Source: an optimization exercise on an open RTL-to-GDS flow (aim: a short achievable clock period and few clock cycles per item). Production flows keep margins and buffers that such runs may drop.
Function was checked by simulation only, so behaviour that the tests miss may differ from the original.
Power figures rest on the tool's default switching activity, not on a simulated workload.

===== config.mk =====
export PLATFORM = sky130hd
export DESIGN_NAME = rv_core
export DESIGN_NICKNAME = rv_core
export VERILOG_FILES = /design/flow/design.v
export SDC_FILE = /design/flow/constraint.sdc
export NUM_CORES = 4
export LEC_CHECK = 0
export CAP_MARGIN = 40
export CORE_MARGIN = 2
export CORE_UTILIZATION = 30
export SLEW_MARGIN = 20

===== constraint.sdc =====
create_clock -name core_clock -period 5.5 [get_ports {clk}]
set_input_delay 1.1000 -clock core_clock [delete_from_list [all_inputs] [get_ports {clk}]]
set_output_delay 1.1000 -clock core_clock [all_outputs]
set_load 0.01 [all_outputs]

===== design.v =====
package rv_pkg;
	typedef logic [32-1:0]   word_t;
	typedef logic [5-1:0] reg_idx_t;
	typedef enum logic [3:0] {
		ALU_ADD = 4'd0,
		ALU_SUB = 4'd1,
		ALU_AND = 4'd2,
		ALU_OR  = 4'd3,
		ALU_XOR = 4'd4,
		ALU_SLT = 4'd5,
		ALU_SLL = 4'd6,
		ALU_SRL = 4'd7,
		ALU_SRA = 4'd8
	} alu_op_e;
	typedef enum logic {
		WB_ALU = 1'b0,
		WB_MEM = 1'b1
	} wb_src_e;
	typedef struct packed {
		reg_idx_t rs1;
		reg_idx_t rs2;
		reg_idx_t rd;
		word_t    op_a;
		word_t    op_b;
		word_t    imm;
		logic     use_imm;
		alu_op_e  alu_op;
		logic     reg_write;
		logic     mem_read;
		logic     mem_write;
		wb_src_e  wb_src;
	} id_ex_t;
	typedef struct packed {
		reg_idx_t rd;
		word_t    alu;
		word_t    store_data;
		logic     reg_write;
		logic     mem_read;
		logic     mem_write;
		wb_src_e  wb_src;
	} ex_me_t;
	typedef struct packed {
		reg_idx_t rd;
		word_t    alu;
		word_t    load_data;
		logic     reg_write;
		wb_src_e  wb_src;
	} me_wb_t;
	typedef struct packed {
		logic     valid;
		reg_idx_t rd;
		word_t    data;
	} wb_t;
	typedef struct packed {
		logic                ren;
		logic                wen;
		logic [32-3:0] addr;
		word_t               wdata;
	} dmem_req_t;
endpackage
`timescale 1ns/100ps
module rv_core (
	input  logic        clk,
	input  logic        rst_n,
	input  logic        i_inst_valid,
	input  logic [31:0] i_inst,
	output logic        o_inst_ready,
	output logic        o_dmem_ren,
	output logic        o_dmem_wen,
	output logic [29:0] o_dmem_addr,
	output logic [31:0] o_dmem_wdata,
	input  logic [31:0] i_dmem_rdata,
	input  logic        i_dmem_stall,
	output logic        o_wb_valid,
	output logic [4:0]  o_wb_rd,
	output logic [31:0] o_wb_data
);
	logic        d_valid;
	logic [31:0] d_ir;
	logic        sk_valid;
	logic [31:0] sk_ir;
	logic        x_wr, x_ld, x_st;
	logic [4:0]  x_rd;
	logic [31:0] x_a, x_b, x_imm;
	logic        x_fa_r, x_fa_m, x_fa_w;        
	logic        x_fs_r, x_fs_m, x_fs_w;        
	logic        x_fb_i, x_fb_r, x_fb_m, x_fb_w;  
	logic        x_add, x_sub, x_slt, x_and, x_or, x_xor, x_sll, x_srl, x_sra;
	logic        m_wr, m_ld, m_st;
	logic [4:0]  m_rd;
	logic [31:0] m_res, m_sd;
	logic        w_wr;
	logic [4:0]  w_rd;
	logic [31:0] w_data;
	logic [31:0] regs [1:31];
	logic [6:0]  opcode;
	logic [2:0]  f3;
	logic [4:0]  rd, rs1, rs2;
	logic        alt;
	logic        is_op, is_imm, is_ld, is_st, alu_ok;
	logic        e_alu, e_ld, e_st, d_wr, use_rs2, use_imm;
	logic [31:0] imm;
	logic [31:0] rv1, rv2;
	assign opcode = d_ir[6:0];
	assign rd     = d_ir[11:7];
	assign f3     = d_ir[14:12];
	assign rs1    = d_ir[19:15];
	assign rs2    = d_ir[24:20];
	assign alt    = (d_ir[31:25] == 7'b0100000);
	assign is_op  = (opcode == 7'b0110011);
	assign is_imm = (opcode == 7'b0010011);
	assign is_ld  = (opcode == 7'b0000011)  && (f3 == 3'b010);
	assign is_st  = (opcode == 7'b0100011) && (f3 == 3'b010);
	assign alu_ok = (f3 != 3'b011);
	assign e_alu   = d_valid && (is_op || is_imm) && alu_ok && (rd != 5'd0);
	assign e_ld    = d_valid && is_ld && (rd != 5'd0);
	assign e_st    = d_valid && is_st;
	assign d_wr    = e_alu || e_ld;
	assign use_rs2 = (e_alu && is_op) || e_st;
	assign use_imm = !(is_op);
	assign imm     = is_st ? {{20{d_ir[31]}}, d_ir[31:25], d_ir[11:7]}
	                       : {{20{d_ir[31]}}, d_ir[31:20]};
	always_comb begin
		rv1 = (rs1 == 5'd0) ? 32'd0 : regs[rs1];
		rv2 = (rs2 == 5'd0) ? 32'd0 : regs[rs2];
		if (w_wr && w_rd == rs1) rv1 = w_data;
		if (w_wr && w_rd == rs2) rv2 = w_data;
	end
	logic fa_m, fa_w, fs_m, fs_w;
	assign fa_m = x_wr && (x_rd == rs1);
	assign fa_w = !fa_m && m_wr && (m_rd == rs1);
	assign fs_m = x_wr && (x_rd == rs2);
	assign fs_w = !fs_m && m_wr && (m_rd == rs2);
	logic lu;
	assign lu = x_ld && (((e_alu || e_ld || e_st) && x_rd == rs1) || (use_rs2 && x_rd == rs2));
	logic [31:0] a, rs2v, b, sum, res;
	logic        sub, lt;
	assign a    = ({32{x_fa_r}} & x_a) | ({32{x_fa_m}} & m_res) | ({32{x_fa_w}} & w_data);
	assign rs2v = ({32{x_fs_r}} & x_b) | ({32{x_fs_m}} & m_res) | ({32{x_fs_w}} & w_data);
	assign b    = ({32{x_fb_i}} & x_imm) | ({32{x_fb_r}} & x_b) | ({32{x_fb_m}} & m_res) |
	              ({32{x_fb_w}} & w_data);
	assign sub = x_sub || x_slt;
	assign sum = a + (b ^ {32{sub}}) + {31'd0, sub};
	assign lt  = (a[31] ^ b[31]) ? a[31] : sum[31];
	always_comb begin
		res = ({32{x_add | x_sub}} & sum) |
		      ({32{x_and}} & (a & b)) |
		      ({32{x_or}}  & (a | b)) |
		      ({32{x_xor}} & (a ^ b)) |
		      ({32{x_sll}} & (a << b[4:0])) |
		      ({32{x_srl}} & (a >> b[4:0])) |
		      ({32{x_sra}} & 32'($signed(a) >>> b[4:0]));
		res[0] = res[0] | (x_slt & lt);
	end
	logic hold, d_adv, ir_free, acc;
	assign hold    = i_dmem_stall && (m_ld || m_st);
	assign d_adv   = !hold && !lu;
	assign ir_free = !d_valid || d_adv;
	assign acc     = i_inst_valid && !sk_valid;
	assign o_inst_ready = !sk_valid;
	always_ff @(posedge clk or negedge rst_n) begin
		if (!rst_n) begin
			d_valid  <= 1'b0;
			sk_valid <= 1'b0;
		end else if (ir_free) begin
			d_valid  <= sk_valid || acc;
			sk_valid <= 1'b0;
		end else if (acc) begin
			sk_valid <= 1'b1;
		end
	end
	always_ff @(posedge clk) begin
		if (ir_free) begin
			d_ir <= sk_valid ? sk_ir : i_inst;
		end
		if (!ir_free && acc) begin
			sk_ir <= i_inst;
		end
	end
	always_ff @(posedge clk or negedge rst_n) begin
		if (!rst_n) begin
			x_wr <= 1'b0;
			x_ld <= 1'b0;
			x_st <= 1'b0;
		end else if (!hold) begin
			x_wr <= d_adv && d_wr;
			x_ld <= d_adv && e_ld;
			x_st <= d_adv && e_st;
		end
	end
	always_ff @(posedge clk) begin
		if (hold) begin
			x_a    <= a;
			x_b    <= rs2v;
			x_fa_r <= 1'b1;
			x_fa_m <= 1'b0;
			x_fa_w <= 1'b0;
			x_fs_r <= 1'b1;
			x_fs_m <= 1'b0;
			x_fs_w <= 1'b0;
			x_fb_r <= !x_fb_i;
			x_fb_m <= 1'b0;
			x_fb_w <= 1'b0;
		end else begin
			x_rd   <= rd;
			x_a    <= rv1;
			x_b    <= rv2;
			x_imm  <= imm;
			x_fa_m <= fa_m;
			x_fa_w <= fa_w;
			x_fa_r <= !fa_m && !fa_w;
			x_fs_m <= fs_m;
			x_fs_w <= fs_w;
			x_fs_r <= !fs_m && !fs_w;
			x_fb_i <= use_imm;
			x_fb_m <= !use_imm && fs_m;
			x_fb_w <= !use_imm && fs_w;
			x_fb_r <= !use_imm && !fs_m && !fs_w;
			x_add  <= (f3 == 3'b000 && !(is_op && alt)) || is_ld || is_st;
			x_sub  <= (f3 == 3'b000 && is_op && alt) && !is_ld && !is_st;
			x_slt  <= (f3 == 3'b010) && !is_ld && !is_st;
			x_xor  <= (f3 == 3'b100);
			x_or   <= (f3 == 3'b110);
			x_and  <= (f3 == 3'b111);
			x_sll  <= (f3 == 3'b001);
			x_srl  <= (f3 == 3'b101) && !alt;
			x_sra  <= (f3 == 3'b101) && alt;
		end
	end
	always_ff @(posedge clk or negedge rst_n) begin
		if (!rst_n) begin
			m_wr <= 1'b0;
			m_ld <= 1'b0;
			m_st <= 1'b0;
		end else if (!hold) begin
			m_wr <= x_wr;
			m_ld <= x_ld;
			m_st <= x_st;
		end
	end
	always_ff @(posedge clk) begin
		if (!hold) begin
			m_rd  <= x_rd;
			m_res <= res;
			m_sd  <= rs2v;
		end
	end
	assign o_dmem_ren   = m_ld;
	assign o_dmem_wen   = m_st;
	assign o_dmem_addr  = m_res[31:2];
	assign o_dmem_wdata = m_sd;
	always_ff @(posedge clk or negedge rst_n) begin
		if (!rst_n) begin
			w_wr <= 1'b0;
		end else begin
			w_wr <= m_wr && !hold;
		end
	end
	always_ff @(posedge clk) begin
		w_rd   <= m_rd;
		w_data <= m_ld ? i_dmem_rdata : m_res;
	end
	assign o_wb_valid = w_wr;
	assign o_wb_rd    = w_rd;
	assign o_wb_data  = w_data;
	always_ff @(posedge clk or negedge rst_n) begin
		if (!rst_n) begin
			for (int i = 1; i < 32; i++) begin
				regs[i] <= '0;
			end
		end else if (w_wr) begin
			regs[w_rd] <= w_data;
		end
	end
endmodule

===== run.sh =====
#!/bin/bash
# synth_recipe.tcl (not shown) runs the flow's synth.tcl, then flattens the netlist and writes it again
# the make line also repeats each setting of config.mk as NAME=value (left out here)
make -C /OpenROAD-flow-scripts/flow DESIGN_CONFIG=/design/flow/config.mk WORK_HOME=/design/flow/orfs CLKGATE_MAP_FILE= SYNTH_SCRIPT=/design/flow/synth_recipe.tcl finish

==> notes.md <==
-- metal layers --
layer / global-route usage, % / wire (um)
met1: 37.6 / 131000
met2: 40.9 / 141000
met3: 13.9 / 56100
met4: 17.8 / 27200
met5: 0.725 / 730
-- worst max-delay path by stage --
stage / to / slack [ps]
after detailed placement: m_res[28] / 760
after CTS: m_res[28] / 740
after floorplan: sk_ir[0] / 100
after global placement: m_res[28] / 810
after global routing: m_res[28] / 530
final: m_res[28] / 680
-- logic make-up (layout without fill, tap and decap cells) --
family / Yosys count / after routing / share of synthesized area, %
AO/OA/AOI/OAI: 1857 / 1857 / 19.2
flip-flops: 1271 / 1271 / 47.2
AND/OR/NAND/NOR: 1181 / 1181 / 8.00
multiplexers: 1112 / 1112 / 18.5
buffers and inverters: 720 / 880 / 4.26
adder cells (fa/ha/maj): 96 / 96 / 1.78
XOR/XNOR: 86 / 86 / 1.13
other: 0 / 11 / 0
-- cell usage in the layout, fill, tap and decap left out, types with 76 or more instances in the layout --
master | synthesis | routed
buf_4 | 31 | 279
nor2_1 | 158 | 81
clkdlybuf4s50_1 | 0 | 169
nand2_1 | 511 | 496
nand4_1 | 88 | 88
a222oi_1 | 77 | 77
dfrtp_1 | 1001 | 1001
clkbuf_16 | 0 | 146
a22oi_1 | 914 | 914
a21oi_1 | 291 | 291
mux2_2 | 1069 | 1069
o21ai_0 | 212 | 212
inv_1 | 78 | 77
nor2_4 | 1 | 76
nand3_1 | 151 | 149
edfxtp_1 | 160 | 160
nor3_1 | 144 | 143
ha_1 | 95 | 95
dfxtp_1 | 110 | 107
-- power groups by stage --
stage / Combinational [mW] / Clock (mW) / Sequential [mW]
floorplan: 1.09 / 0 / 9.95
global placement: 2.22 / 0 / 10.1
global route: 2.43 / 11.0 / 9.91
finish: 2.37 / 10.6 / 9.91
detailed placement: 2.23 / 0 / 10.1
CTS: 2.24 / 10.6 / 9.89
-- worst register-to-register path: stages (launching register included) --
cell and delay [ps]:
dfxtp_1 330, buf_4 390, a22oi_1 270, a21boi_0 540, a21oi_1 140, fa_1 490
a21o_1 240, a221o_1 410, a221o_1 460, a21bo_2 290, a41oi_1 390, o21ai_0 180
mux2i_1 150, a211o_1 300
-- stage by stage --
stage               std cells  power, mW  setup WS (ps)  utilization [%]
floorplan                6323       11.0           97.1                -
global placement         9137       12.3            809             32.9
detailed placement       9187       12.3            763             33.3
CTS                      9454       22.8            741             35.6
global route             9475       23.3            526             35.8
finish                   9486       22.9            680             35.8
-- area by class of cell --
type | instances | area share [%]
diodes | 11 | 0.0342
clock buffers | 201 | 5.11
clock inverters | 66 | 1.30
inverters | 81 | 0.381
multi-input cells | 4332 | 41.8
flip-flops and latches | 1271 | 39.8
well taps | 2992 | 4.65
repair buffers | 532 | 6.84
-- sequential cells by signal, indices dropped and copies added (netlist names), 5 cells and up --
signal,flops
regs,992
d_ir,32
m_res,32
m_sd,32
sk_ir,32
w_data,32
x_a,32
x_b,32
x_imm,12
m_rd,5
w_rd,5
x_rd,5
==> run_results.csv <==
group,metric,value,unit
run_status,outcome,"timing/DRC/antenna clean",
setup_path,crit_fanout,37,
floorplanning,rows,174,
global_route,grt_overflow,0,
pwr,power.density,284,nW/um2
synthesis,synth.top_cell.area_share,36.9,%
synthesis,yosysSeqAreaShare,47.2,%
synthesis,synthArstFlopShare,78.8,%
floorplanning,core_area,225000,um2
synthesis,synth_top_area_cell,"dfrtp_1",
setup_path,path_class,"reg -> reg",
synthesis,syn-instance-count,6323,
timing,fin_crit,4820,ps
layout,nets,6526,
timing,setup_viol,0,
floorplanning,start_util,30.2,%
setup_path,crit_path_start_kind,"flop",
setup_path,path_delay_family,"compound AO/OA/AOI/OAI gates",
setup_path,worstRegToRegCells,13,
synthesis,synth_common_cells,"mux2_2 (1069), dfrtp_1 (1001), a22oi_1 (914)",
setup_path,worst_setup_path_end_kind,"flop",
setup_path,crit_path_frequent_cell,"a221o_1",
setup_path,path_depth,13,
detailed_routing,drc,0,
setup_path,crit_arrival,5400,ps
pwr,pwr-share-seq,43.3,%
detailed_routing,detailedRoute.firstPassIterationCount,13,
global_route,grt_max_degree,129,
synthesis,ys_ff_latch,1271,
clocking,ctsHoldBuffers,0,
run,max_cap_viol_count,0,
layout,regArea,32100,um2
setup_path,cp-startpoint,"w_data[0]",
clocking,clockRootBuffer,"clkbuf_16",
pwr,pwr-share-clk,46.3,%
timing,fmax,207,MHz
detailed_routing,ant_nets,0,
timing,relSlewSlack,29.1,%
setup_path,slowest_delay,540,ps
synthesis,ys.flop_type,"dfrtp_1",
clocking,cts.repair.resized,0,
setup_path,crit_required,6080,ps
detailed_routing,drtIter0Drc,13000,
layout,areaGrowthSynthToFinish,18.4,%
pwr,vdd_ir_drop_max,0.416,mV
clocking,path_clk_slew,60,ps
timing,tns,0,ps
timing,worst_pin_slew,1060,ps
timing,skew,106,ps
timing,maxSlewViolCount,0,
timing,period_share,87.6,%
layout,fill_cells,22000,
clocking,tritoncts.num_buffers,144,
synthesis,yosysUniqueCellTypes,93,
synthesis,synthTopCellsByArea,"dfrtp_1 (37%), mux2_2 (18%), a22oi_1 (10%), edfxtp_1 (7.1%), dfxtp_1 (3.2%)",
layout,multi_input_area,33700,um2
synthesis,syn_area,67900,um2
timing,holdWs,345,ps
setup_path,slowest_stage,"a21boi_0",
detailed_routing,vias,63500,
synthesis,syn-num-nets,6487,
clocking,cts_sinks,1271,
clocking,clockBufferDepth,3,
placement,dpl_cell_area,75000,um2
detailed_routing,vias_per_cell,6.69,
setup_path,critical_path_buf_inv_count,1,
setup_path,r2r_start,"w_data[0]",
placement,dp_hpwl,235,mm
global_route,grt.total_usage,29.8,%
synthesis,synth.avg_cell_area,10.7,um2
detailed_routing,post_drt_wl_per_cell,37.6,um
min_path,timing.hold.worst.class,"in -> async",
floorplanning,die_y,480,um
pwr,p_sw,6.40,mW
synthesis,synth.most_common_cell,"mux2_2",
pwr,pwr-share-comb,10.4,%
global_route,grt_pass1_vias,59400,
detailed_routing,wl,357,mm
global_route,grt_antenna_before_repair,27,
floorplanning,dieArea,230000,um2
pwr,p_int,16.5,mW
placement,numPortBuffers,170,
floorplanning,io_pins,171,
synthesis,synth_edf_count,160,
setup_path,regToRegEndpoint,"m_res[28]",
clocking,clk_latency,870,ps
timing,rsz0062_at_grt,"no",
clocking,ctsHtreeMaxLevel,4,
clocking,cts_tree,"yes",
global_route,grt_pass1_wl,487,mm
layout,drive_above_1_share,28.0,%
setup_path,worstPathCellList,"buf_4 > a22oi_1 > a21boi_0 > a21oi_1 > fa_1 > a21o_1 > a221o_1 > a221o_1 > a21bo_2 > a41oi_1 > o21ai_0 > mux2i_1 > a211o_1",
setup_path,r2r_setup_slack,680,ps
placement,gp_congestion,1.02,
pwr,switching_share,28.0,%
synthesis,ys_warn_count,2,
layout,finalInstanceArea,80500,um2
pwr,leakage,35.6,nW
floorplanning,die_width,480,um
clocking,postCtsSetupRepairBufs,0,
timing,finalHoldViolCount,0,
Testbench counts, summed over its fixed seeds: cycles 27,154, instrs 24,000.

-- re-timing with driven ports --
How much do the figures lean on ideal ports? The routed layout below was timed once more, with nothing changed but the port constraints.
Step 1 assumes that a clkbuf_16 drives the clock port and a buf_2 every other input.
Step 2 moves the port delays by t, midway between the first and last clock arrival at a register: inputs arrive t later, outputs are due t later. That takes back most of the time a late clock gives input paths.
Slacks: no drivers / after step 1 / after step 2; pairs: no drivers / after step 1.
shift t [ns]: 0.905
setup slack, ns: 0.680 / 0.680 / 0.680
worst setup path at the end: register to register
worst data-port slew with drivers (ns): 0.12
After both steps setup and hold are still met in this run. The setup slack of this run moves by 0.000 ns with the drivers and by 0.000 ns with both steps.
